From an optimization exercise on the open Yosys and OpenROAD flow, aimed at small area and a short achievable clock period; shortcuts taken in it are not production practice.
RTL that was checked went through simulation tests only; none was proved equivalent to the original.
Power figures rest on the tool's default switching activity, not on a simulated workload.

## diffeq_fu_core
module diffeq_fu_core
#(
    parameter int unsigned WIDTH = diffeq_pkg::DEFAULT_WIDTH
) (
    input  logic                    clk,
    input  logic                    reset,
    input  logic                    en,
    input  logic signed [WIDTH-1:0] v1,
    input  logic signed [WIDTH-1:0] v2,
    input  logic signed [WIDTH-1:0] v3,
    input  logic signed [WIDTH-1:0] v4,
    input  logic signed [WIDTH-1:0] v5,
    input  logic signed [WIDTH-1:0] v6,
    input  logic                    mode,
    output logic signed [WIDTH-1:0] w1,
    output logic signed [WIDTH-1:0] w2,
    output logic signed [WIDTH-1:0] w3,
    output logic signed [WIDTH-1:0] r1,
    output logic signed [WIDTH-1:0] r2,
    output logic signed [WIDTH-1:0] r3,
    output logic                    ovf1,
    output logic                    ovf2,
    output logic                    ovf3,
    output logic                    valid
);
    logic m1_ovf, m2_ovf, a1_ovf;
    logic signed [WIDTH-1:0] r1_d, r1_q;
    logic signed [WIDTH-1:0] r2_d, r2_q;
    logic signed [WIDTH-1:0] r3_d, r3_q;
    logic                    ovf1_d, ovf1_q;
    logic                    ovf2_d, ovf2_q;
    logic                    ovf3_d, ovf3_q;
    logic                    valid_d, valid_q;
    multiplier #(.IN_WIDTH(WIDTH)) u_m1 (
        .in1 (v1),
        .in2 (v2),
        .out (w1),
        .ovf (m1_ovf)
    );
    multiplier #(.IN_WIDTH(WIDTH)) u_m2 (
        .in1 (v3),
        .in2 (v4),
        .out (w2),
        .ovf (m2_ovf)
    );
    adder_subtractor #(.WIDTH(WIDTH)) u_a1 (
        .in1  (v5),
        .in2  (v6),
        .mode (mode),
        .out  (w3),
        .ovf  (a1_ovf)
    );
    always_comb begin
        r1_d    = r1_q;
        r2_d    = r2_q;
        r3_d    = r3_q;
        ovf1_d  = ovf1_q;
        ovf2_d  = ovf2_q;
        ovf3_d  = ovf3_q;
        valid_d = 1'b0;
        if (en) begin
            r1_d    = w1;
            r2_d    = w2;
            r3_d    = w3;
            ovf1_d  = m1_ovf;
            ovf2_d  = m2_ovf;
            ovf3_d  = a1_ovf;
            valid_d = 1'b1;
        end
    end
    always_ff @(posedge clk or posedge reset) begin
        if (reset) begin
            r1_q    <= '0;
  ...
Size in the first run: about 1200 cells after synthesis.
export LEC_CHECK = 0
export CAP_MARGIN = 20
export CORE_MARGIN = 2
export CORE_UTILIZATION = 40
export SETUP_SLACK_MARGIN = 2.0
export SLEW_MARGIN = 20
export SYNTH_HIERARCHICAL = 1
export SYNTH_MINIMUM_KEEP_SIZE = 0
create_clock -name core_clock -period 10.0 [get_ports {clk}]
standard.sh (not shown) runs the stock make flow with config.mk's settings and CLKGATE_MAP_FILE= SYNTH_SCRIPT=/design/flow/synth_recipe.tcl, a recipe that flattens the netlist after the stock synthesis.
==> flow/flow/run.sh <==
#!/bin/bash
# The standard layout (standard.sh) with two changes:
#  - the port buffers are the smallest buffer cell, sky130_fd_sc_hd__buf_1;
#  - before floorplanning, flow/downsize.tcl gives each combinational cell its smallest
#    drive strength, so that timing repair upsizes only the cells that need it.
export BUFFER_PORTS_ARGS="-buffer_cell sky130_fd_sc_hd__buf_1"
export PRE_FLOORPLAN_TCL="$PWD/flow/downsize.tcl"
bash standard.sh > standard_run.log 2>&1
==> flow/flow/downsize.tcl <==
# Before floorplanning: give every combinational cell the smallest drive strength of its
# function; the timing repair later upsizes only the cells that need it.
set n 0
foreach inst [get_cells *] {
  set m [get_property $inst ref_name]
  if { ![regexp {^(sky130_fd_sc_hd__[a-z0-9]+)_([0-9]+)$} $m -> base sz] } { continue }
  if { [regexp {df|dl|sdf|edf|conb|fa$|ha$|tap|fill|decap|clkbuf|buf$|bufbuf|dly|clkinv} $base] } { continue }
  set best $m
  set best_area [get_property [get_lib_cells */$m] area]
  foreach alt [get_lib_cells */${base}_*] {
    set an [get_name $alt]
    if { ![regexp "^${base}_\[0-9\]+\$" $an] } { continue }
    if { [get_property $alt dont_use] } { continue }
    set a [get_property $alt area]
    if { $a < $best_area } { set best $an; set best_area $a }
  }
  if { $best ne $m } {
    replace_cell $inst $best
    incr n
  }
}
puts "downsize.tcl: resized $n instances to their smallest drive"
Next try:
Settings changed: CAP_MARGIN 20 to 0, CTS_BUF_LIST from default to sky130_fd_sc_hd__clkbuf_4 sky130_fd_sc_hd__clkbuf_8, SETUP_SLACK_MARGIN 2.0 to 1.6, SLEW_MARGIN 20 to 0.
Result:
- The new run passed the timing, DRC and antenna checks
- worst setup slack gets worse by 0.33 ns
- die area is unchanged
- synthesized cell count is unchanged
- via count falls by 1.2%
- core utilization falls by 2.2 points
- sequential cell count stays the same
- sequential power barely changes
- register-to-register slack hardly moves
- worst hold slack gets better by 0.0061 ns
- power falls by 12%
- cell area falls by about 4.6%
Next try:
Settings changed: CTS_BUF_LIST sky130_fd_sc_hd__clkbuf_4 sky130_fd_sc_hd__clkbuf_8 to default, SETUP_SLACK_MARGIN 1.6 to 2.3.
Synthesized cell count does not change.
Clock skew stays the same.
Via count grows by 5.9%.
Total power increases by 35%.
Design area rose by 13%.
Register-to-register slack gets worse by 0.03 ns.
Final cell count increases by 3.2%.
Combinational power climbs by 39%.
Sequential cell count does not change.
Global-route usage went up by 0.66 points.
Worst setup slack gets better by 0.40 ns.

---

Starting RTL as in the previous note.
Design diffeq_fu_core, start of the top module:
module diffeq_fu_core
#(
    parameter int unsigned WIDTH = diffeq_pkg::DEFAULT_WIDTH
) (
    input  logic                    clk,
    input  logic                    reset,
    input  logic                    en,
    input  logic signed [WIDTH-1:0] v1,
    input  logic signed [WIDTH-1:0] v2,
    input  logic signed [WIDTH-1:0] v3,
    input  logic signed [WIDTH-1:0] v4,
    input  logic signed [WIDTH-1:0] v5,
    input  logic signed [WIDTH-1:0] v6,
    input  logic                    mode,
    output logic signed [WIDTH-1:0] w1,
    output logic signed [WIDTH-1:0] w2,
    output logic signed [WIDTH-1:0] w3,
    output logic signed [WIDTH-1:0] r1,
    output logic signed [WIDTH-1:0] r2,
    output logic signed [WIDTH-1:0] r3,
    output logic                    ovf1,
    output logic                    ovf2,
    output logic                    ovf3,
    output logic                    valid
);
Settings: LEC_CHECK=0, CAP_MARGIN=0, CORE_MARGIN=2, CORE_UTILIZATION=50, SETUP_SLACK_MARGIN=1.6, SLEW_MARGIN=0, SYNTH_HIERARCHICAL=1, SYNTH_MINIMUM_KEEP_SIZE=0; clock period 10.0 ns.
Scripts as last shown in full above: flow/flow/run.sh, flow/flow/downsize.tcl
Edit:
--- a/flow/config.mk
+++ b/flow/config.mk
@@ -10,2 +10,2 @@
-export CORE_UTILIZATION = 50
-export SETUP_SLACK_MARGIN = 1.6
+export CORE_UTILIZATION = 40
+export SETUP_SLACK_MARGIN = 1.9
=> Clock skew stays the same; count of clock-buffer cells in the layout stays the same; global-route usage is lower by 5.1 points; synthesized cell count does not change; flip-flop and latch count is unchanged; combinational power is higher by about 2%; setup slack gets better by 300 ps; final area is higher by 3.2%; fmax is higher by 3.7%; core utilization is lower by 9.3 points.
Edit:
--- a/flow/flow/run.sh
+++ b/flow/flow/run.sh
@@ -7,0 +8 @@
+export SETUP_MOVE_SEQUENCE="unbuffer,sizeup,swap"
--- a/flow/config.mk
+++ b/flow/config.mk
@@ -11 +11 @@
-export SETUP_SLACK_MARGIN = 1.9
+export SETUP_SLACK_MARGIN = 1.8
Clock skew does not change.
Design area shrinks slightly.
Clock-buffer cell count does not change.
Worst setup slack got worse by 100 ps.
Edit:
--- a/flow/flow/run.sh
+++ b/flow/flow/run.sh
@@ -8 +7,0 @@
-export SETUP_MOVE_SEQUENCE="unbuffer,sizeup,swap"
=>
- cell area does not change
- clock-buffer cell count is unchanged
- die area does not change
- non-clock buffer count rose by 1
- hold slack is about the same
- utilization does not change

---

## run 1
diffeq_fu_core, a different RTL version from the one above (not shown whole).
Size in the first run: ~1300 cells after synthesis, roughly 52 flip-flops, about 200 I/O pins, ~0.012 mm2 of cells after synthesis.
Design diffeq_fu_core, start of the top module:
module diffeq_fu_core
#(
    parameter int unsigned WIDTH = diffeq_pkg::DEFAULT_WIDTH
) (
    input  logic                    clk,
    input  logic                    reset,
    input  logic                    en,
    input  logic signed [WIDTH-1:0] v1,
    input  logic signed [WIDTH-1:0] v2,
    input  logic signed [WIDTH-1:0] v3,
    input  logic signed [WIDTH-1:0] v4,
    input  logic signed [WIDTH-1:0] v5,
    input  logic signed [WIDTH-1:0] v6,
    input  logic                    mode,
    output logic signed [WIDTH-1:0] w1,
    output logic signed [WIDTH-1:0] w2,
    output logic signed [WIDTH-1:0] w3,
    output logic signed [WIDTH-1:0] r1,
    output logic signed [WIDTH-1:0] r2,
    output logic signed [WIDTH-1:0] r3,
    output logic                    ovf1,
    output logic                    ovf2,
    output logic                    ovf3,
    output logic                    valid
);
clock: 10.0 ns
lec_check: 0
cap_margin: 20
core_margin: 2
core_utilization: 40
setup_slack_margin: 1.5
slew_margin: 20
synth_hierarchical: 1
synth_minimum_keep_size: 0
==> flow/flow/run.sh <==
#!/bin/bash
# Standard layout, with the port buffers made from the smallest buffer cell.
export BUFFER_PORTS_ARGS="-buffer_cell sky130_fd_sc_hd__buf_1"

bash standard.sh > standard_run.log 2>&1
Changes in run 2 relative to run 1:
-- flow/flow/run.sh --
<<< run 1, line 4

>>> run 2, line 4
export RECOVER_POWER=100
-- flow/config.mk --
<<< run 1, line 11
export SETUP_SLACK_MARGIN = 1.5
>>> run 2, line 11
export SETUP_SLACK_MARGIN = 2
Findings:
The flow completed for run 2, but it is not clean: the layout still shows max-capacitance violations, max-slew violations. Comparing run 1 and run 2, post-detailed-routing wire length is higher on run 2. Run 1 ended up with fa_1 as its cell with the biggest individual delay on the critical path; run 2 ended up with clkbuf_1. Taking run 1 as the reference, in run 2 minimum period implied by the final worst setup slack has increased, post-detailed-placement cell area went up 0.69%, combinational group share of total power has increased, non-clock buffer total of the final layout rose by about 40%.
The following lists how run 3 was set up differently from run 2:
-- flow/flow/run.sh --
<<< run 2, line 4
export RECOVER_POWER=100
>>> run 3, line 4

### Flow results
Run 3 reached the final stage; the timing, DRC and antenna checks on its layout passed.
Compared to run 2, run 3 has worst-path maximum fanout 6 lower.
Of run 3 and run 2, the lower count of cell instances traversed by the critical path belongs to run 3.
Relative contribution of the clock network to total power: run 3 vs run 2 — no meaningful difference
Taking run 2 as the reference, in run 3 wire length now sits at about the same level; post-route total power now sits higher; total number of vias now sits lower; worst hold slack now sits higher; static leakage power now sits higher.
Relative to run 3, the following input files were edited for run 4:
-- flow/config.mk --
<<< run 3, line 11
export SETUP_SLACK_MARGIN = 2
>>> run 4, line 11
export SETUP_SLACK_MARGIN = 0.5
Notes after the runs:
The final reports for run 4 and run 3 show total routing usage reported by global routing lower in the former. Run 4: final-layout non-clock buffer area share lower than run 3. The wire length of the first global-routing pass of run 4 falls short of that of run 3 by about 5%. Cmp run 3 and run 4 / depth of the critical timing path with buffers and inverters included / lower: run 3. For vias per cell, run 4 and run 3 come out practically identical. Final worst slack was lower in the run labelled run 4. The clock-pin slew on the worst setup and hold paths of run 3 and that of run 4 are within noise of each other. Run 4 against run 3: share of the clock period used by the worst path after layout now larger, wire length reported by the detailed router lost 2700 um.

---

== P ==
Another version of the RTL of diffeq_fu_core (not shown whole).
For scale: about 1800 cells after synthesis, ~52 flip-flops.
Settings: LEC_CHECK=0, CAP_MARGIN=20, CORE_MARGIN=2, CORE_UTILIZATION=40, SETUP_SLACK_MARGIN=2, SLEW_MARGIN=20, SYNTH_HIERARCHICAL=1, SYNTH_MINIMUM_KEEP_SIZE=0; clock period 10.0 ns.
run.sh (not shown) runs the stock make flow with config.mk's settings and CLKGATE_MAP_FILE= SYNTH_SCRIPT=/design/flow/synth_recipe.tcl, a recipe that flattens the netlist after the stock synthesis.
Stock flow here: none of the scripts above is used.
P: all stages complete, timing, DRC and antenna checks passed
## Diff of input files: Q against P
Settings: putting ABC_AREA at 1 where nothing was set.
Findings:
In Q relative to P, final weighted congestion in routability-driven placement had gone up slightly.
[compare] base=P new=Q: overall power consumption increased by about 1.9% relative to the old numbers; maximum cell stage delay along the critical path shows a reduction of 0.05 ns.
Function was not checked in any run of this note: the RTL went through the layout flow alone.

---

RTL: one of the versions met above, not the one the previous note started from.
For scale: roughly 1200 cells after synthesis.
// diffeq_fu_core
module diffeq_fu_core
#(
    parameter int unsigned WIDTH = diffeq_pkg::DEFAULT_WIDTH
) (
    input  logic                    clk,
    input  logic                    reset,
    input  logic                    en,
    input  logic signed [WIDTH-1:0] v1,
    input  logic signed [WIDTH-1:0] v2,
    input  logic signed [WIDTH-1:0] v3,
    input  logic signed [WIDTH-1:0] v4,
    input  logic signed [WIDTH-1:0] v5,
    input  logic signed [WIDTH-1:0] v6,
    input  logic                    mode,
    output logic signed [WIDTH-1:0] w1,
    output logic signed [WIDTH-1:0] w2,
    output logic signed [WIDTH-1:0] w3,
    output logic signed [WIDTH-1:0] r1,
    output logic signed [WIDTH-1:0] r2,
    output logic signed [WIDTH-1:0] r3,
    output logic                    ovf1,
    output logic                    ovf2,
    output logic                    ovf3,
    output logic                    valid
);
export LEC_CHECK = 0
export CAP_MARGIN = 20
export CORE_MARGIN = 2
export CORE_UTILIZATION = 40
export SETUP_SLACK_MARGIN = 1.6
export SLEW_MARGIN = 20
export SYNTH_HIERARCHICAL = 1
export SYNTH_MINIMUM_KEEP_SIZE = 0
create_clock -name core_clock -period 10.0 [get_ports {clk}]
standard.sh (not shown) runs the stock make flow with config.mk's settings and CLKGATE_MAP_FILE= SYNTH_SCRIPT=/design/flow/synth_recipe.tcl, a recipe that flattens the netlist after the stock synthesis.
==> flow/flow/run.sh <==
#!/bin/bash
# The standard layout (standard.sh) with two changes:
#  - the port buffers are the smallest buffer cell, sky130_fd_sc_hd__buf_1;
#  - before floorplanning, flow/downsize.tcl gives each combinational cell its smallest
#    drive strength, so that timing repair upsizes only the cells that need it.
export BUFFER_PORTS_ARGS="-buffer_cell sky130_fd_sc_hd__buf_1"
export PRE_FLOORPLAN_TCL="$PWD/flow/downsize.tcl"
bash standard.sh > standard_run.log 2>&1
Scripts as last shown in full above: flow/flow/downsize.tcl
Rerun with:
CAP_MARGIN = 0   (was 20)
SETUP_SLACK_MARGIN = 2.0   (was 1.6)
SLEW_MARGIN = 0   (was 20)
After rerunning:
- combinational power rises by 14%
- via count rises by about 1.1%
- global-route usage barely changes
- design area rises by 4.4%
- critical path depth stays the same
- non-clock buffer count rises by 13
- register-to-register slack barely changes
- utilization rises by 2.0 points
- clock-buffer cell count stays the same
- clock skew does not change
- flip-flop and latch count stays the same
Rerun with:
SETUP_SLACK_MARGIN = 1.7   (was 2.0)
Sequential power barely changes. Setup slack gets worse by 0.24 ns. First-iteration DRC count is unchanged. Wire length fell by 2.2%. Via count is lower by 1.0%. Synthesized cell count is unchanged. Final area is lower by 4.1%. Global-route usage is about the same. Total power falls by 9.5%.

---

run A:
Another version of the RTL of diffeq_fu_core (not shown whole).
For scale: roughly 1,000 cells after synthesis, about 200 I/O pins.
==> flow/config.mk <==
export PLATFORM = sky130hd
export DESIGN_NAME = diffeq_fu_core
export DESIGN_NICKNAME = diffeq_fu_core
export VERILOG_FILES = /design/flow/design.v
export SDC_FILE = /design/flow/constraint.sdc
export NUM_CORES = 4
export LEC_CHECK = 0
export CAP_MARGIN = 0
export CORE_MARGIN = 2
export CORE_UTILIZATION = 40
export SETUP_SLACK_MARGIN = 1.8
export SLEW_MARGIN = 0
export SYNTH_HIERARCHICAL = 1
export SYNTH_MINIMUM_KEEP_SIZE = 0
==> flow/constraint.sdc <==
create_clock -name core_clock -period 10.0 [get_ports {clk}]
set_input_delay 2.0000 -clock core_clock [delete_from_list [all_inputs] [get_ports {clk}]]
set_output_delay 2.0000 -clock core_clock [all_outputs]
set_load 0.01 [all_outputs]
Scripts as last shown in full above: flow/flow/run.sh, flow/flow/downsize.tcl
No stage failed in run A, and the final checks on the layout all came back clean.
Setup changes, run A to run B
Settings: a change of SETUP_SLACK_MARGIN from 1.8 to 1.4.
==> results.txt <==
Relative to run A, the total length of routed met2 wires of run B is lower by about 7%. Changes observed in run B relative to run A: routed length on met1 fell by 1.2%, fraction of power spent switching nets saw an increase, final critical delay including setup and external delays went up by 250 ps. As of run B, combinational power had fallen by more than 10% compared to run A. Run A → run B: non-clock buffer count has decreased; areal power density over the cells has decreased; internal portion of total power has decreased.
> inputs changed (run B -> run C)
Settings: changing CORE_UTILIZATION from 40 to 50.
### Flow results
Run C went all the way through synthesis, placement and routing and the layout is clean on timing, DRC and antenna. Run C vs. run B: antenna diode instance count went down by 1. Of run C and run B, the lower routing usage on met3 belongs to run B. Worst hold path depth essentially unchanged between run B and run C. Run C vs. run B: switching share of power went down by 1.3 points. Power drawn by the combinational cells delta (run C -> run B): insignificant. Looking at run C and run B, the number of hold buffers added after CTS is a wash. Against run B as the reference, run C delivers a lower placed cell area.
Relative to run C, the following input files were edited for run D:
Settings: SETUP_SLACK_MARGIN now 1.3, was 1.4; CORE_UTILIZATION now 40, was 50.
Findings:
Run D ran to completion and came out clean on the timing, DRC and antenna checks.
Of the two values seen for critical path capture point, w2[15] was produced by run C and w3[15] by run D.
Compared with run C, total length of routed wires in run D increased by a few percent.
Power share of the combinational group, run D and run C: higher on run D
Power came out lower on run D than on run C.
Run D against run C: area taken by multi-input logic gates fell by about 0.8%, clock-pin transition on the worst setup and hold timing paths stayed essentially flat, effective utilization at floorplan fell 10 points, largest stage delay on the critical path now sits higher.
The core of run D is less densely filled than that of run C.
Of run D and run C, the run reporting the higher layout buffer count excluding clock buffers was run C.
Here is what was changed in the inputs of run E compared with run D.
Settings: PLACE_DENSITY now 0.7, previously not set; SETUP_SLACK_MARGIN now 1.4, was 1.3.
## What came out
Share of power burned in combinational logic (lower): run E
Looking at routed wire length across both flows, run E is the stronger of the two, with run D trailing.
Diff run D..run E | buffer share of cell area | negligible
Taking run D as the reference point, the global-route usage of run E falls by 0.17 points.
Diff run D -> run E: peak ir drop on the vdd network grew by about 1.5%; setup slack on the worst flop-to-flop path went down 20 ps; power after layout went up; cell area went up.
Changes in run F relative to run E:
Settings: changing SETUP_SLACK_MARGIN from 1.4 to 1.2; removing PLACE_DENSITY (formerly 0.7).
Results
- Delta (run F minus run E): number of buffers outside the clock class in the layout now sits lower; stage delay of the slowest cell on the critical path increased 180 ps; final wirelength went up 170 µm; worst setup slack fell 180 ps.
- Going from run E to run F, combinational share of power grows by 0.3 points.
- For post-route non-filler standard cell count, run E and run F come out practically identical.
- Going from run E to run F, worst hold slack after final layout comparable, final standard cell area without fillers now smaller, total power draw now smaller.

-- what the ideal ports hide --
How much do the figures lean on ideal ports? The routed layouts below were timed once more, with nothing changed but the port constraints. Step 1 (the two cells are an assumption about what drives the block):
set clk [get_ports {clk}]
set_driving_cell -lib_cell sky130_fd_sc_hd__clkbuf_16 $clk
set_driving_cell -lib_cell sky130_fd_sc_hd__buf_2 [delete_from_list [all_inputs] $clk]
Step 2 also shifts input and output timing later by t, the mid clock arrival at the registers, as if the neighbouring blocks saw the same clock. a / b / c = ideal ports / drivers / drivers and shift; a / b = the first two.
run	t, ns	setup WS [ns]	worst setup path at the end	worst register clock-pin slew, ns	pins driven straight from the clock port
the first run of note 1	0.328	2.080 / 2.053 / 2.053	input to output	0.07 / 0.07	1
the second run of note 1	0.342	1.750 / 1.724 / 1.724	input to output	0.10 / 0.10	1
the third run of note 1	0.335	2.153 / 2.056 / 2.056	input to output	0.07 / 0.07	1
the first run of note 2	0.331	1.744 / 1.723 / 1.723	input to output	0.07 / 0.07	1
the second run of note 2	0.328	2.040 / 2.014 / 2.014	input to output	0.07 / 0.07	1
the third run of note 2	0.328	1.937 / 1.911 / 1.911	input to output	0.07 / 0.07	1
the fourth run of note 2	0.328	1.963 / 1.943 / 1.943	input to output	0.07 / 0.07	1
run 1	0.330	1.632 / 1.601 / 1.601	input to output	0.07 / 0.07	1
run 2	0.341	1.475 / 1.360 / 1.360	input to output	0.08 / 0.08	1
run 3	0.340	1.920 / 1.783 / 1.783	input to output	0.08 / 0.08	1
run 4	0.331	1.073 / 1.003 / 1.003	input to output	0.07 / 0.07	1
P	0.336	1.904 / 1.827 / 1.827	input to output	0.08 / 0.08	1
Q	0.337	2.025 / 2.007 / 2.007	input to output	0.07 / 0.07	1
the first run of note 5	0.328	1.744 / 1.717 / 1.717	input to output	0.07 / 0.07	1
the second run of note 5	0.328	2.080 / 2.053 / 2.053	input to output	0.07 / 0.07	1
the third run of note 5	0.328	1.836 / 1.805 / 1.805	input to output	0.07 / 0.07	1
run A	0.324	1.890 / 1.862 / 1.862	input to output	0.07 / 0.07	1
run B	0.329	1.641 / 1.584 / 1.584	input to output	0.09 / 0.09	1
run C	0.325	1.669 / 1.645 / 1.645	input to output	0.07 / 0.07	1
run D	0.329	1.510 / 1.485 / 1.485	input to output	0.09 / 0.09	1
run E	0.355	1.618 / 1.596 / 1.596	input to output	0.09 / 0.09	1
run F	0.329	1.434 / 1.382 / 1.382	input to output	0.09 / 0.09	1
For run 3, which loses most, drivers alone change the setup slack by -0.137 ns; drivers and shift together by -0.137 ns.
